This design comes from an exercise in tuning for small area, a short achievable clock period and few clock cycles per item on the open sky130 flow, not from production work. Function was checked by simulation only, so behaviour that the tests miss may differ from the original.

// sm3_expnd_top
module sm3_expnd_top (
    input  logic      clk,
    input  logic      rst_n,
    input  sm3_expnd_pkg::sm3_word_t pad_d_i,
    input  logic      pad_vld_i,
    input  logic      pad_lst_i,
    output logic      pad_rdy_o,
    output sm3_expnd_pkg::sm3_word_t wj_o,
    output sm3_expnd_pkg::sm3_word_t wjj_o,
    output logic      expnd_vld_o,
    output logic      expnd_lst_o
);
==> flow/config.mk <==
export PLATFORM = sky130hd
export DESIGN_NAME = sm3_expnd_top
export DESIGN_NICKNAME = sm3_expnd_top
export VERILOG_FILES = /design/flow/design.v
export SDC_FILE = /design/flow/constraint.sdc
export NUM_CORES = 4
export LEC_CHECK = 0
export CAP_MARGIN = 20
export CORE_MARGIN = 2
export CORE_UTILIZATION = 55
export CTS_CLUSTER_DIAMETER = 80
export CTS_CLUSTER_SIZE = 30
export SETUP_SLACK_MARGIN = 1.7
export SLEW_MARGIN = 20
==> flow/constraint.sdc <==
create_clock -name core_clock -period 3.5 [get_ports {clk}]
set_input_delay 0.7000 -clock core_clock [delete_from_list [all_inputs] [get_ports {clk}]]
set_output_delay 0.7000 -clock core_clock [all_outputs]
set_load 0.01 [all_outputs]
standard.sh (not shown) runs the stock make flow with config.mk's settings and CLKGATE_MAP_FILE= SYNTH_SCRIPT=/design/flow/synth_recipe.tcl, a recipe that flattens the netlist after the stock synthesis.
==> flow/flow/run.sh <==
#!/bin/bash
# The standard layout, with every port buffered by a buf_2 instead of the
# buffer buffer_ports picks by itself.
set -euo pipefail
export BUFFER_PORTS_ARGS="-buffer_cell sky130_fd_sc_hd__buf_2"
bash standard.sh finish > standard.log 2>&1
The first run finished with timing, DRC and antenna clean.
Testbench counts at the start, summed over its fixed seeds: cycles 6,272, items 6,144.
Change:
- CORE_UTILIZATION: 55 -> 80
The changed run finished with timing, DRC and antenna clean.
Routed wire length went up by about 24%.
Critical path depth is higher by 5.
Hold slack barely changes.
Via count rose by 8.4%.
Change:
- CORE_UTILIZATION: 80 -> 40
=> Global-route usage goes down by 16 points; synthesized cell count is unchanged; core utilization came out lower by 44 points; wire length is lower by roughly a tenth; count of clock-buffer cells in the layout drops by 1; cell area is higher by a few percent; synthesized area stays the same; worst hold slack barely changes.
Change:
- CORE_UTILIZATION: 40 -> 70
After rerunning: The changed run completed without violations; clock-buffer cell count goes down by 1; worst hold slack stays flat; register-to-register slack got worse by 0.02 ns; global-route usage goes up by 7.4 points; wire length goes down by 8.6%; final cell count goes down by 14%; cell area goes down by 3.0%.


sm3_expnd_top, a different RTL version from the one above (not shown whole).
Size in the first run: ~100 I/O pins.
export LEC_CHECK = 0
export CAP_MARGIN = 20
export CORE_MARGIN = 2
export CORE_UTILIZATION = 40
export SETUP_SLACK_MARGIN = 2.2
export SLEW_MARGIN = 20
create_clock -name core_clock -period 3.5 [get_ports {clk}]
run.sh (not shown) runs the stock make flow with config.mk's settings and CLKGATE_MAP_FILE= SYNTH_SCRIPT=/design/flow/synth_recipe.tcl, a recipe that flattens the netlist after the stock synthesis.
Stock flow here: none of the scripts above is used.
Testbench counts at the start, summed over its fixed seeds: cycles 6,536, items 6,144.
==> next run, changes <==
--- a/flow/config.mk
+++ b/flow/config.mk
@@ -11 +11,3 @@
-export SETUP_SLACK_MARGIN = 2.2
+export CTS_CLUSTER_DIAMETER = 60
+export CTS_CLUSTER_SIZE = 24
+export SETUP_SLACK_MARGIN = 1.8
Result:
- register-to-register slack is better by 0.05 ns
- flip-flop and latch count does not change
- worst hold slack is better by 0.12 ns
- sequential share of layout area increases by 4.4 points
- critical path depth is unchanged
- via count decreases by 6.2%
- global-route usage decreases by 0.88 points
- first-iteration DRC count increases by about 0.5%
- worst setup slack is worse by 0.060 ns
==> next run, changes <==
--- a/flow/config.mk
+++ b/flow/config.mk
@@ -11,2 +10,0 @@
-export CTS_CLUSTER_DIAMETER = 60
-export CTS_CLUSTER_SIZE = 24
What happened:
- The changed run finished with timing, DRC and antenna clean
- sequential share of layout area goes down by 2.4 points
- worst setup slack gets better by 0.032 ns
- worst hold slack hardly moves
- via count climbs by about 3.5%
==> next run, changes <==
==> flow/flow/run.sh (new file) <==
#!/bin/bash
# The standard layout, with every port buffered by a buf_2 instead of the
# buffer buffer_ports picks by itself.
set -euo pipefail
export BUFFER_PORTS_ARGS="-buffer_cell sky130_fd_sc_hd__buf_2"
bash standard.sh finish > standard.log 2>&1
==> flow/standard.sh (new file) <==
#!/bin/bash
# synth_recipe.tcl (not shown) runs the flow's synth.tcl, then flattens the netlist and writes it again
# the make line also repeats each setting of config.mk as NAME=value (left out here)
make -C /OpenROAD-flow-scripts/flow DESIGN_CONFIG=/design/flow/config.mk WORK_HOME=/design/flow/orfs CLKGATE_MAP_FILE= SYNTH_SCRIPT=/design/flow/synth_recipe.tcl "${@:-finish}"
--- a/flow/config.mk
+++ b/flow/config.mk
@@ -11 +11,3 @@
-export SETUP_SLACK_MARGIN = 1.8
+export CTS_CLUSTER_DIAMETER = 80
+export CTS_CLUSTER_SIZE = 30
+export SETUP_SLACK_MARGIN = 1.5
removed: flow/run.sh
Outcome: Final cell count decreases by 5.1%; non-clock buffer count decreases by 19; core utilization decreases by 6.0 points; wire length decreases by about 9%; via count decreases by 6.4%; maximum frequency decreases by about 4%; synthesized area stays the same; hold slack degrades by 0.20 ns.

[port drivers added, routing unchanged]
No port has a modelled driver above. Below, the same layouts with a new extraction and two added sets of constraints.
Step 1 sets driving cells, clkbuf_16 on the clock port and buf_2 on the other inputs (assumed; they add their load-dependent delay and slew).
Step 2 also shifts input and output timing later by t, the mid clock arrival at the registers, as if the neighbouring blocks saw the same clock.
a / b / c = ideal ports / drivers / drivers and shift; a / b = the first two.
| run | t, ns | setup slack, ns | latest minus earliest clock arrival (ns) | slew at the worst register clock pin (ns) | worst slew at a driven data input, ns |
|---|---|---|---|---|---|
| the first run of note 1 | 0.586 | 1.687 / 1.641 / 1.634 | 0.046 / 0.046 | 0.12 / 0.12 | 0.04 |
| the second run of note 1 | 0.586 | 1.661 / 1.629 / 1.585 | 0.035 / 0.034 | 0.11 / 0.11 | 0.04 |
| the third run of note 1 | 0.610 | 1.688 / 1.638 / 1.543 | 0.020 / 0.020 | 0.11 / 0.11 | 0.04 |
| the fourth run of note 1 | 0.581 | 1.715 / 1.668 / 1.574 | 0.034 / 0.035 | 0.11 / 0.11 | 0.03 |
| the first run of note 2 | 0.593 | 1.714 / 1.662 / 1.546 | 0.015 / 0.015 | 0.07 / 0.07 | 0.05 |
| the second run of note 2 | 0.620 | 1.654 / 1.604 / 1.315 | 0.027 / 0.026 | 0.09 / 0.09 | 0.04 |
| the third run of note 2 | 0.601 | 1.687 / 1.636 / 1.603 | 0.020 / 0.019 | 0.06 / 0.06 | 0.04 |
| the fourth run of note 2 | 0.585 | 1.607 / 1.556 / 1.638 | 0.015 / 0.015 | 0.11 / 0.11 | 0.04 |
After both steps every run listed still meets setup and hold. The setup slack of the second run of note 2, which loses most, moves by -0.050 ns with the drivers and by -0.339 ns with both steps.
